Source: an optimization exercise on an open RTL-to-GDS flow (aim: a short achievable clock period and few clock cycles per item). Production flows keep margins and buffers that such runs may drop. Where RTL was checked, it was by simulation tests only, not by an equivalence proof against the original. The flow treats the clock pin as an ideal source, which a real chip does not have. Power is estimated from default activity; no workload was simulated.

Setup of alpha:
// box_filter_top
module box_filter_top
(
  input  logic         clk_i,
  input  logic         rst_i,
  input  box_pkg::stream_word_t video_i,
  output logic         video_ready_o,
  output box_pkg::sum_word_t    sum_o,
  input  logic         sum_ready_i
);
For scale: ~1,400 cells after synthesis, about 660 flip-flops, about 23,000 um^2 of cells after synthesis.
export LEC_CHECK = 0
export ABC_CLOCK_PERIOD_IN_PS = 1100
export CAP_MARGIN = 20
export CORE_MARGIN = 2
export CORE_UTILIZATION = 60
export SETUP_SLACK_MARGIN = 1.8
export SLEW_MARGIN = 20
create_clock -name core_clock -period 3.1 [get_ports {clk_i}]
standard.sh (not shown) runs the stock make flow with config.mk's settings and CLKGATE_MAP_FILE= SYNTH_SCRIPT=/design/flow/synth_recipe.tcl, a recipe that flattens the netlist after the stock synthesis.
==> flow/flow/run.sh <==
#!/bin/bash
# The standard layout (standard.sh: the standard flow's own ORFS run, with the standard
# synthesis) with these changes, passed to ORFS through its environment:
#  - port buffers are buf_4 instead of the default pick, a slow delay cell
#  - clock tree synthesis clusters about 30 flip-flops per leaf buffer
set -euo pipefail
here=$(cd "$(dirname "$0")" && pwd)
export BUFFER_PORTS_ARGS="-buffer_cell sky130_fd_sc_hd__buf_4"
export CTS_ARGS="-sink_clustering_enable -repair_clock_nets -sink_clustering_size 30 -sink_clustering_max_diameter 100"
# no adder cells: the adder step (extract_fa) maps sums to full-adder cells,
# whose sum output is slow; without it abc maps the adders from plain gates
export ADDER_MAP_FILE=
export POST_CTS_TCL="$here/post_cts.tcl"
bash standard.sh > flow.log 2>&1
Other scripts of this flow, unchanged in this note and not shown: flow/flow/clock_top.tcl, flow/flow/post_cts.tcl
Every stage of the flow completed for alpha, and the final layout passed the timing, design-rule and antenna checks.
#### Input delta (beta over alpha)
--- a/flow/design.v
+++ b/flow/design.v
@@ -59,15 +59,15 @@
 logic              s0_v;
 logic              s0_win;                               
 logic              s0_first;                             
 logic              s0_last;
 logic [PX_W - 1:0] s0_px;
 logic [NCOL - 1:0] wr_q;                                 
 logic [NCOL - 1:0] rd_q;                                 
-always_ff @( posedge clk_i, posedge rst_i )
+always_ff @( posedge clk_i )                             
   if( rst_i )
     begin
       s0_v   <= 1'b0;
       s0_win <= 1'b0;
     end
   else
     begin
@@ -99,15 +99,15 @@
 logic              s1_v;
 logic              s1_win;
 logic              s1_last;
 logic              s1_first;
 logic [PX_W - 1:0] s1_px;
 logic [PX_W - 1:0] s1_a;
 logic [PX_W - 1:0] s1_b;
-always_ff @( posedge clk_i, posedge rst_i )
+always_ff @( posedge clk_i )                             
   if( rst_i )
     begin
       s1_v   <= 1'b0;
       s1_win <= 1'b0;
     end
   else
     begin
@@ -133,15 +133,15 @@
   end
 logic              s2_v;
 logic              s2_win;
 logic              s2_last;
 logic              s2_first;
 logic [PX_W - 1:0] s2_s;                                 
 logic [PX_W - 1:0] s2_c;
-always_ff @( posedge clk_i, posedge rst_i )
+always_ff @( posedge clk_i )                             
   if( rst_i )
     begin
       s2_v   <= 1'b0;
       s2_win <= 1'b0;
     end
   else
     begin
@@ -159,15 +159,15 @@
 logic       s3_win;
 logic       s3_last;
 logic       s3_first;
 logic [4:0] s3_lo;
 logic [4:0] s3_mid0;
 logic [4:0] s3_mid1;
 logic       s3_top;
-always_ff @( posedge clk_i, posedge rst_i )
+always_ff @( posedge clk_i )                             
   if( rst_i )
     begin
       s3_v   <= 1'b0;
       s3_win <= 1'b0;
     end
   else
     begin
@@ -196,15 +196,15 @@
       col_2 <= col_1;
     end
 logic               s4_win;
 logic               s4_last;
 logic               s4_first;
 logic [COL_W - 1:0] s4_s;                                
 logic [COL_W - 1:0] s4_c;
-always_ff @( posedge clk_i, posedge rst_i )
+always_ff @( posedge clk_i )                             
   if( rst_i )
     s4_win <= 1'b0;
   else
     s4_win <= s3_win;
 always_ff @( posedge clk_i )
   begin
     s4_last  <= s3_last;
@@ -216,15 +216,15 @@
 logic       s5_last;
 logic       s5_first;
 logic [4:0] s5_lo;
 logic [4:0] s5_mid0;
 logic [4:0] s5_mid1;
 logic [3:0] s5_hi0;
 logic [3:0] s5_hi1;
-always_ff @( posedge clk_i, posedge rst_i )
+always_ff @( posedge clk_i )                             
   if( rst_i )
     s5_win <= 1'b0;
   else
     s5_win <= s4_win;
 always_ff @( posedge clk_i )
   begin
     s5_last  <= s4_last;
@@ -237,15 +237,15 @@
   end
 logic [4:0]         s5_mid;
 logic [SUM_W - 1:0] s5_sum;
 assign s5_mid = s5_lo[4] ? s5_mid1 : s5_mid0;
 assign s5_sum = { s5_mid[4] ? s5_hi1 : s5_hi0, s5_mid[3:0], s5_lo[3:0] };
 logic               s6_win;
 logic [SUM_W + 1:0] s6_d;
-always_ff @( posedge clk_i, posedge rst_i )
+always_ff @( posedge clk_i )                             
   if( rst_i )
     s6_win <= 1'b0;
   else
     s6_win <= s5_win;
 always_ff @( posedge clk_i )
   s6_d <= { s5_sum, s5_last, s5_first };
 logic [SUM_W + 1:0]  fifo [FIFO_D];
@@ -298,45 +298,37 @@
 assign v_rdy    = occ[0] ? keep_v : next_v;
 for( genvar i = 0; i < FIFO_D; i++ )
   begin : g_fifo
     always_ff @( posedge clk_i )
       if( push && wr_ptr[i] )
         fifo[i] <= wr_d;
   end
-localparam logic [FIFO_D:0]     OCC_INIT = ( FIFO_D + 1 )'( 1 );
-localparam logic [FIFO_D - 1:0] RD_INIT  = FIFO_D'( 1 );
-localparam logic [FIFO_D - 1:0] NX_INIT  = FIFO_D'( 2 );
-logic [FIFO_D:0]     occ_x;
-logic [FIFO_D - 1:0] wr_x;
-logic [FIFO_D - 1:0] rd_x;
-logic [FIFO_D - 1:0] nx_x;
-assign occ    = occ_x ^ OCC_INIT;
-assign wr_ptr = wr_x ^ RD_INIT;
-assign rd_ptr = rd_x ^ RD_INIT;
-assign rd_nx  = nx_x ^ NX_INIT;
 always_ff @( posedge clk_i, posedge rst_i )
   if( rst_i )
+    out_v <= 1'b0;
+  else
+    out_v <= sum_ready_i ? v_rdy : keep_v;
+always_ff @( posedge clk_i )
+  if( rst_i )
     begin
-      occ_x  <= '0;
-      wr_x   <= '0;
-      rd_x   <= '0;
-      nx_x   <= '0;
-      out_v  <= 1'b0;
+      occ    <= ( FIFO_D + 1 )'( 1 );
+      wr_ptr <= FIFO_D'( 1 );
+      rd_ptr <= FIFO_D'( 1 );
+      rd_nx  <= FIFO_D'( 2 );
       busy_q <= 1'b0;
     end
   else
     begin
-      occ_x <= ( sum_ready_i ? occ_rdy : occ_wait ) ^ OCC_INIT;
+      occ    <= sum_ready_i ? occ_rdy : occ_wait;
       if( push )
-        wr_x <= { wr_ptr[FIFO_D - 2:0], wr_ptr[FIFO_D - 1] } ^ RD_INIT;
-      rd_x  <= ( sum_ready_i ? rd_rdy : rd_ptr ) ^ RD_INIT;
-      nx_x  <= ( sum_ready_i ? rd_nx_rdy : rd_nx ) ^ NX_INIT;
-      out_v <= sum_ready_i ? v_rdy : keep_v;
+        wr_ptr <= { wr_ptr[FIFO_D - 2:0], wr_ptr[FIFO_D - 1] };
+      rd_ptr <= sum_ready_i ? rd_rdy : rd_ptr;
+      rd_nx  <= sum_ready_i ? rd_nx_rdy : rd_nx;
       busy_q <= !( occ[0] || occ[1] );
     end
 always_ff @( posedge clk_i )
-  rdy_o <= occ[0] || occ[1];
+  rdy_o <= rst_i || occ[0] || occ[1];
 assign video_ready_o = rdy_o;
 always_ff @( posedge clk_i )
   out_d <= sum_ready_i ? d_rdy : keep_d;
 assign sum_o = { out_d[SUM_W + 1:2], out_v, out_d[1], out_d[0] };
 endmodule
==> comparison <==
Re sequential cell count of the final layout: no difference whatsoever between beta and alpha.
Compared beta vs alpha, and final critical-path setup slack is up in beta.
Diff beta..alpha | clock skew | negligible
beta vs alpha, count of nets after finishing went up by 51.
Diff beta..alpha | total placed instance area | negligible
Testbench counts of beta, summed over its fixed seeds: cycles 7,441, items 5,195.
Only the layout flow was run in alpha; the RTL was not checked for function there.

* * *

== main ==
The RTL this note starts from:
==> flow/design.v <==
package box_pkg;
  localparam int PX_W         = 8;
  localparam int WIN          = 3;
  localparam int LINE_BUFS    = WIN + 1;                 
  localparam int MAX_LINE_LEN = 16;
  localparam int LINE_ADDR_W  = $clog2( MAX_LINE_LEN );
  localparam int BUF_IDX_W    = $clog2( LINE_BUFS );
  localparam int SUM_W        = PX_W + 4;                
  typedef logic [PX_W - 1 : 0] px_t;
  typedef struct packed {
    px_t  tdata;
    logic tvalid;
    logic tlast;                                         
    logic tuser;                                         
  } stream_word_t;
  typedef struct packed {
    px_t [WIN - 1 : 0][WIN - 1 : 0] px;
    logic                           tvalid;
    logic                           tlast;
    logic                           tuser;
  } window_t;
  typedef struct packed {
    logic [SUM_W - 1 : 0] tdata;
    logic                 tvalid;
    logic                 tlast;
    logic                 tuser;
  } sum_word_t;
endpackage
`timescale 1ns/1ps
module box_filter_top
(
  input  logic         clk_i,
  input  logic         rst_i,
  input  box_pkg::stream_word_t video_i,
  output logic         video_ready_o,
  output box_pkg::sum_word_t    sum_o,
  input  logic         sum_ready_i
);
localparam int PX_W   = box_pkg::PX_W;                   
localparam int SUM_W  = box_pkg::SUM_W;                  
localparam int COL_W  = PX_W + 2;                        
localparam int NCOL   = box_pkg::MAX_LINE_LEN;
localparam int FIFO_D = 9;
logic              rdy_q;
logic              s0_v;
logic [PX_W - 1:0] s0_px;
logic              s0_last;
logic              s0_user;
assign video_ready_o = rdy_q;
always_ff @( posedge clk_i, posedge rst_i )
  if( rst_i )
    s0_v <= 1'b0;
  else
    s0_v <= video_i.tvalid && rdy_q;
always_ff @( posedge clk_i )
  begin
    s0_px   <= video_i.tdata;
    s0_last <= video_i.tlast;
    s0_user <= video_i.tuser;
  end
logic [NCOL - 1:0] col_q;                                
logic [1:0]        row_q;                                
logic [NCOL - 1:0] col_e;
logic [1:0]        row_e;
assign col_e = s0_user ? NCOL'( 1 ) : col_q;
assign row_e = s0_user ? 2'd0 : row_q;
always_ff @( posedge clk_i, posedge rst_i )
  if( rst_i )
    begin
      col_q <= NCOL'( 1 );
      row_q <= 2'd0;
    end
  else
    if( s0_v )
      begin
        if( s0_last )
          begin
            col_q <= NCOL'( 1 );
            row_q <= ( row_e == 2'd3 ) ? 2'd3 : row_e + 2'd1;
          end
        else
          begin
            col_q <= { col_e[NCOL - 2:0], 1'b0 };
            row_q <= row_e;
          end
      end
logic [PX_W - 1:0] la [NCOL];
logic [PX_W - 1:0] lb [NCOL];
logic [PX_W - 1:0] rd_a;
logic [PX_W - 1:0] rd_b;
always_comb
  begin
    rd_a = '0;
    rd_b = '0;
    for( int i = 0; i < NCOL; i++ )
      begin
        rd_a = rd_a | ( la[i] & { PX_W{ col_q[i] } } );
        rd_b = rd_b | ( lb[i] & { PX_W{ col_q[i] } } );
      end
  end
logic              s1_v;
logic              s1_win;                               
logic              s1_last;
logic              s1_first;
logic [NCOL - 1:0] s1_col;
logic [PX_W - 1:0] s1_px;
logic [PX_W - 1:0] s1_a;
logic [PX_W - 1:0] s1_b;
always_ff @( posedge clk_i, posedge rst_i )
  if( rst_i )
    begin
      s1_v   <= 1'b0;
      s1_win <= 1'b0;
    end
  else
    begin
      s1_v   <= s0_v;
      s1_win <= s0_v && row_e[1] && !col_e[0] && !col_e[1];
    end
always_ff @( posedge clk_i )
  begin
    s1_last  <= s0_last;
    s1_first <= ( row_e == 2'd2 ) && col_e[2];
    s1_col   <= col_e;
    s1_px    <= s0_px;
    s1_a     <= rd_a;
    s1_b     <= rd_b;
  end
for( genvar i = 0; i < NCOL; i++ )
  begin : g_col
    always_ff @( posedge clk_i )
      if( s1_v && s1_col[i] )
        begin
          la[i] <= s1_px;
          lb[i] <= s1_a;
        end
  end
logic              s2_v;
logic              s2_win;
logic              s2_last;
logic              s2_first;
logic [PX_W - 1:0] s2_s;                                 
logic [PX_W - 1:0] s2_c;
always_ff @( posedge clk_i, posedge rst_i )
  if( rst_i )
    begin
      s2_v   <= 1'b0;
      s2_win <= 1'b0;
    end
  else
    begin
      s2_v   <= s1_v;
      s2_win <= s1_win;
    end
always_ff @( posedge clk_i )
  begin
    s2_last  <= s1_last;
    s2_first <= s1_first;
    s2_s     <= s1_px ^ s1_a ^ s1_b;
    s2_c     <= ( s1_px & s1_a ) | ( s1_px & s1_b ) | ( s1_a & s1_b );
  end
logic       s3_v;
logic       s3_win;
logic       s3_last;
logic       s3_first;
logic [4:0] s3_lo;
logic       s3_k;                                        
logic [4:0] s3_hi0;                                      
logic [4:0] s3_hi1;                                      
always_ff @( posedge clk_i, posedge rst_i )
  if( rst_i )
    begin
      s3_v   <= 1'b0;
      s3_win <= 1'b0;
    end
  else
    begin
      s3_v   <= s2_v;
      s3_win <= s2_win;
    end
always_ff @( posedge clk_i )
  begin
    s3_last       <= s2_last;
    s3_first      <= s2_first;
    { s3_k, s3_lo } <= { 1'b0, s2_s[4:0] } + { 1'b0, s2_c[3:0], 1'b0 };
    s3_hi0        <= { 2'b0, s2_s[7:5] } + { 1'b0, s2_c[7:4] };
    s3_hi1        <= { 2'b0, s2_s[7:5] } + { 1'b0, s2_c[7:4] } + 5'd1;
  end
logic [COL_W - 1:0] col_0;                               
logic [COL_W - 1:0] col_1;                               
logic [COL_W - 1:0] col_2;
assign col_0 = { s3_k ? s3_hi1 : s3_hi0, s3_lo };
always_ff @( posedge clk_i )
  if( s3_v )
    begin
      col_1 <= col_0;
      col_2 <= col_1;
    end
logic               s4_win;
logic               s4_last;
logic               s4_first;
logic [COL_W - 1:0] s4_s;                                
logic [COL_W - 1:0] s4_c;
always_ff @( posedge clk_i, posedge rst_i )
  if( rst_i )
    s4_win <= 1'b0;
  else
    s4_win <= s3_win;
always_ff @( posedge clk_i )
  begin
    s4_last  <= s3_last;
    s4_first <= s3_first;
    s4_s     <= col_0 ^ col_1 ^ col_2;
    s4_c     <= ( col_0 & col_1 ) | ( col_0 & col_2 ) | ( col_1 & col_2 );
  end
logic       s5_win;
logic       s5_last;
logic       s5_first;
logic [5:0] s5_lo;
logic       s5_k;
logic [5:0] s5_hi0;
logic [5:0] s5_hi1;
always_ff @( posedge clk_i, posedge rst_i )
  if( rst_i )
    s5_win <= 1'b0;
  else
    s5_win <= s4_win;
always_ff @( posedge clk_i )
  begin
    s5_last       <= s4_last;
    s5_first      <= s4_first;
    { s5_k, s5_lo } <= { 1'b0, s4_s[5:0] } + { 1'b0, s4_c[4:0], 1'b0 };
    s5_hi0        <= { 2'b0, s4_s[9:6] } + { 1'b0, s4_c[9:5] };
    s5_hi1        <= { 2'b0, s4_s[9:6] } + { 1'b0, s4_c[9:5] } + 6'd1;
  end
logic [SUM_W - 1:0] s5_sum;
assign s5_sum = { s5_k ? s5_hi1 : s5_hi0, s5_lo };
logic [SUM_W + 1:0]  fifo [FIFO_D];
logic [FIFO_D - 1:0] fifo_v;                             
logic [FIFO_D - 1:0] wr_ptr;                             
logic [FIFO_D - 1:0] rd_ptr;                             
logic [FIFO_D - 1:0] rd_nx;                              
logic [SUM_W + 1:0]  wr_d;
logic                push;
logic                pop;
logic                fifo_low;                           
logic [SUM_W + 1:0]  keep_d;                             
logic [SUM_W + 1:0]  next_d;                             
logic                keep_v;
logic                next_v;
logic                out_v;
logic [SUM_W + 1:0]  out_d;
assign push  = s5_win;
assign wr_d  = { s5_sum, s5_last, s5_first };
assign rd_nx = { rd_ptr[FIFO_D - 2:0], rd_ptr[FIFO_D - 1] };
assign pop   = out_v && sum_ready_i;
always_comb
  begin
    keep_d   = '0;
    next_d   = '0;
    keep_v   = 1'b0;
    next_v   = 1'b0;
    fifo_low = 1'b1;
    for( int i = 0; i < FIFO_D; i++ )
      begin
        keep_d = keep_d | ( ( ( push && wr_ptr[i] ) ? wr_d : fifo[i] ) & { ( SUM_W + 2 ){ rd_ptr[i] } } );
        next_d = next_d | ( ( ( push && wr_ptr[i] ) ? wr_d : fifo[i] ) & { ( SUM_W + 2 ){ rd_nx[i] } } );
        keep_v = keep_v | ( rd_ptr[i] && ( fifo_v[i] || ( push && wr_ptr[i] ) ) );
        next_v = next_v | ( rd_nx[i] && ( fifo_v[i] || ( push && wr_ptr[i] ) ) );
        for( int j = i + 1; j < FIFO_D; j++ )
          fifo_low = fifo_low && !( fifo_v[i] && fifo_v[j] );
      end
  end
for( genvar i = 0; i < FIFO_D; i++ )
  begin : g_fifo
    always_ff @( posedge clk_i )
      if( push && wr_ptr[i] )
        fifo[i] <= wr_d;
    always_ff @( posedge clk_i, posedge rst_i )
      if( rst_i )
        fifo_v[i] <= 1'b0;
      else
        if( push && wr_ptr[i] )
          fifo_v[i] <= 1'b1;
        else
          if( pop && rd_ptr[i] )
            fifo_v[i] <= 1'b0;
  end
always_ff @( posedge clk_i, posedge rst_i )
  if( rst_i )
    begin
      wr_ptr <= FIFO_D'( 1 );
      rd_ptr <= FIFO_D'( 1 );
      out_v  <= 1'b0;
      rdy_q  <= 1'b0;
    end
  else
    begin
      if( push )
        wr_ptr <= { wr_ptr[FIFO_D - 2:0], wr_ptr[FIFO_D - 1] };
      if( pop )
        rd_ptr <= rd_nx;
      out_v <= pop ? next_v : keep_v;
      rdy_q <= fifo_low;
    end
always_ff @( posedge clk_i )
  out_d <= pop ? next_d : keep_d;
assign sum_o = { out_d[SUM_W + 1:2], out_v, out_d[1], out_d[0] };
endmodule
export LEC_CHECK = 0
export ABC_CLOCK_PERIOD_IN_PS = 1300
export CAP_MARGIN = 20
export CORE_MARGIN = 2
export CORE_UTILIZATION = 60
export SETUP_SLACK_MARGIN = 1.7
export SLEW_MARGIN = 20
create_clock -name core_clock -period 3.1 [get_ports {clk_i}]
==> flow/flow/run.sh <==
#!/bin/bash
# The standard layout (standard.sh, the standard flow's own ORFS run with the standard
# synthesis), with two ORFS settings passed through the environment:
#  - port buffers are buf_4 instead of the default pick, a slow delay cell
#  - clock tree synthesis arguments (sink clustering) for a shallower,
#    still balanced, clock tree
# make's full output goes to flow.log in the work folder.
set -euo pipefail
export BUFFER_PORTS_ARGS="-buffer_cell sky130_fd_sc_hd__buf_4"
export CTS_ARGS="-sink_clustering_enable -repair_clock_nets -sink_clustering_size 30 -sink_clustering_max_diameter 100"
bash standard.sh > flow.log 2>&1
main ended with every stage complete and zero timing, DRC or antenna violations.
Modified inputs, the feature branch compared to main
--- a/flow/design.v
+++ b/flow/design.v
@@ -240,46 +240,35 @@
 logic [FIFO_D - 1:0] wr_ptr;                             
 logic [FIFO_D - 1:0] rd_ptr;                             
-logic [FIFO_D - 1:0] rd_nx;                              
-logic [SUM_W + 1:0]  wr_d;
-logic                push;
-logic                pop;
+logic [SUM_W + 1:0]  head;
+logic                fifo_ne;
 logic                fifo_low;                           
-logic [SUM_W + 1:0]  keep_d;                             
-logic [SUM_W + 1:0]  next_d;                             
-logic                keep_v;
-logic                next_v;
+logic                load;
+logic                pop;
 logic                out_v;
 logic [SUM_W + 1:0]  out_d;
-assign push  = s5_win;
-assign wr_d  = { s5_sum, s5_last, s5_first };
-assign rd_nx = { rd_ptr[FIFO_D - 2:0], rd_ptr[FIFO_D - 1] };
-assign pop   = out_v && sum_ready_i;
 always_comb
   begin
-    keep_d   = '0;
-    next_d   = '0;
-    keep_v   = 1'b0;
-    next_v   = 1'b0;
+    head     = '0;
     fifo_low = 1'b1;
     for( int i = 0; i < FIFO_D; i++ )
       begin
-        keep_d = keep_d | ( ( ( push && wr_ptr[i] ) ? wr_d : fifo[i] ) & { ( SUM_W + 2 ){ rd_ptr[i] } } );
-        next_d = next_d | ( ( ( push && wr_ptr[i] ) ? wr_d : fifo[i] ) & { ( SUM_W + 2 ){ rd_nx[i] } } );
-        keep_v = keep_v | ( rd_ptr[i] && ( fifo_v[i] || ( push && wr_ptr[i] ) ) );
-        next_v = next_v | ( rd_nx[i] && ( fifo_v[i] || ( push && wr_ptr[i] ) ) );
+        head = head | ( fifo[i] & { ( SUM_W + 2 ){ rd_ptr[i] } } );
         for( int j = i + 1; j < FIFO_D; j++ )
           fifo_low = fifo_low && !( fifo_v[i] && fifo_v[j] );
       end
   end
+assign fifo_ne = |fifo_v;                                
+assign load    = !out_v || sum_ready_i;
+assign pop     = load && fifo_ne;
 for( genvar i = 0; i < FIFO_D; i++ )
   begin : g_fifo
     always_ff @( posedge clk_i )
-      if( push && wr_ptr[i] )
-        fifo[i] <= wr_d;
+      if( s5_win && wr_ptr[i] )
+        fifo[i] <= { s5_sum, s5_last, s5_first };
     always_ff @( posedge clk_i, posedge rst_i )
       if( rst_i )
         fifo_v[i] <= 1'b0;
       else
-        if( push && wr_ptr[i] )
+        if( s5_win && wr_ptr[i] )
           fifo_v[i] <= 1'b1;
         else
@@ -297,13 +286,14 @@
   else
     begin
-      if( push )
+      if( s5_win )
         wr_ptr <= { wr_ptr[FIFO_D - 2:0], wr_ptr[FIFO_D - 1] };
       if( pop )
-        rd_ptr <= rd_nx;
-      out_v <= pop ? next_v : keep_v;
+        rd_ptr <= { rd_ptr[FIFO_D - 2:0], rd_ptr[FIFO_D - 1] };
+      if( load )
+        out_v <= fifo_ne;
       rdy_q <= fifo_low;
     end
 always_ff @( posedge clk_i )
-  out_d <= pop ? next_d : keep_d;
+  out_d <= ( head & { ( SUM_W + 2 ){ load } } ) | ( out_d & { ( SUM_W + 2 ){ !load } } );
 assign sum_o = { out_d[SUM_W + 1:2], out_v, out_d[1], out_d[0] };
 endmodule
Notes after the runs:
- In the feature branch, the tap cell count came out 13 below the value in main.
- In the feature branch, the switching share of total power came out 7.1 points below the value in main.
- The higher sequential share of layout area of main and the feature branch is in the feature branch.
- Compared with main, in the feature branch transition time at the pin with the least slew margin higher; maximum ir drop on the vdd rail fell by 0.000087 V.
No run of this note included a check of the RTL's function; only the layout flow was run.

-- static timing again, ports no longer ideal --
In the flow no input, the clock included, has a driving cell. The finished layouts below were timed again as built, in two steps.
Step 1 assumes that a clkbuf_16 drives the clock port and a buf_2 every other input.
Step 2 adds t to the input delays and takes it off the output delays; t is the mean of the earliest and latest rising clock arrival at the registers after step 1. Input paths then give back, and output paths get back, about the clock's delay inside the block.
Three values: no drivers, after step 1, after step 2; two values: the first two.
| run | t (ns) | setup slack, ns | worst register clock-pin slew, ns |
|---|---|---|---|
| alpha | 0.469 | 1.523 / 1.504 / 1.317 | 0.12 / 0.12 |
| beta | 0.471 | 1.618 / 1.500 / 1.415 | 0.12 / 0.12 |
| main | 0.635 | 1.181 / 1.181 / 1.181 | 0.12 / 0.12 |
| the feature branch | 0.629 | 1.349 / 1.294 / 1.237 | 0.12 / 0.12 |
After both steps every run listed still meets setup and hold. The setup slack of alpha, which loses most, moves by -0.019 ns with the drivers and by -0.206 ns with both steps. Setup slack includes reset recovery checks.
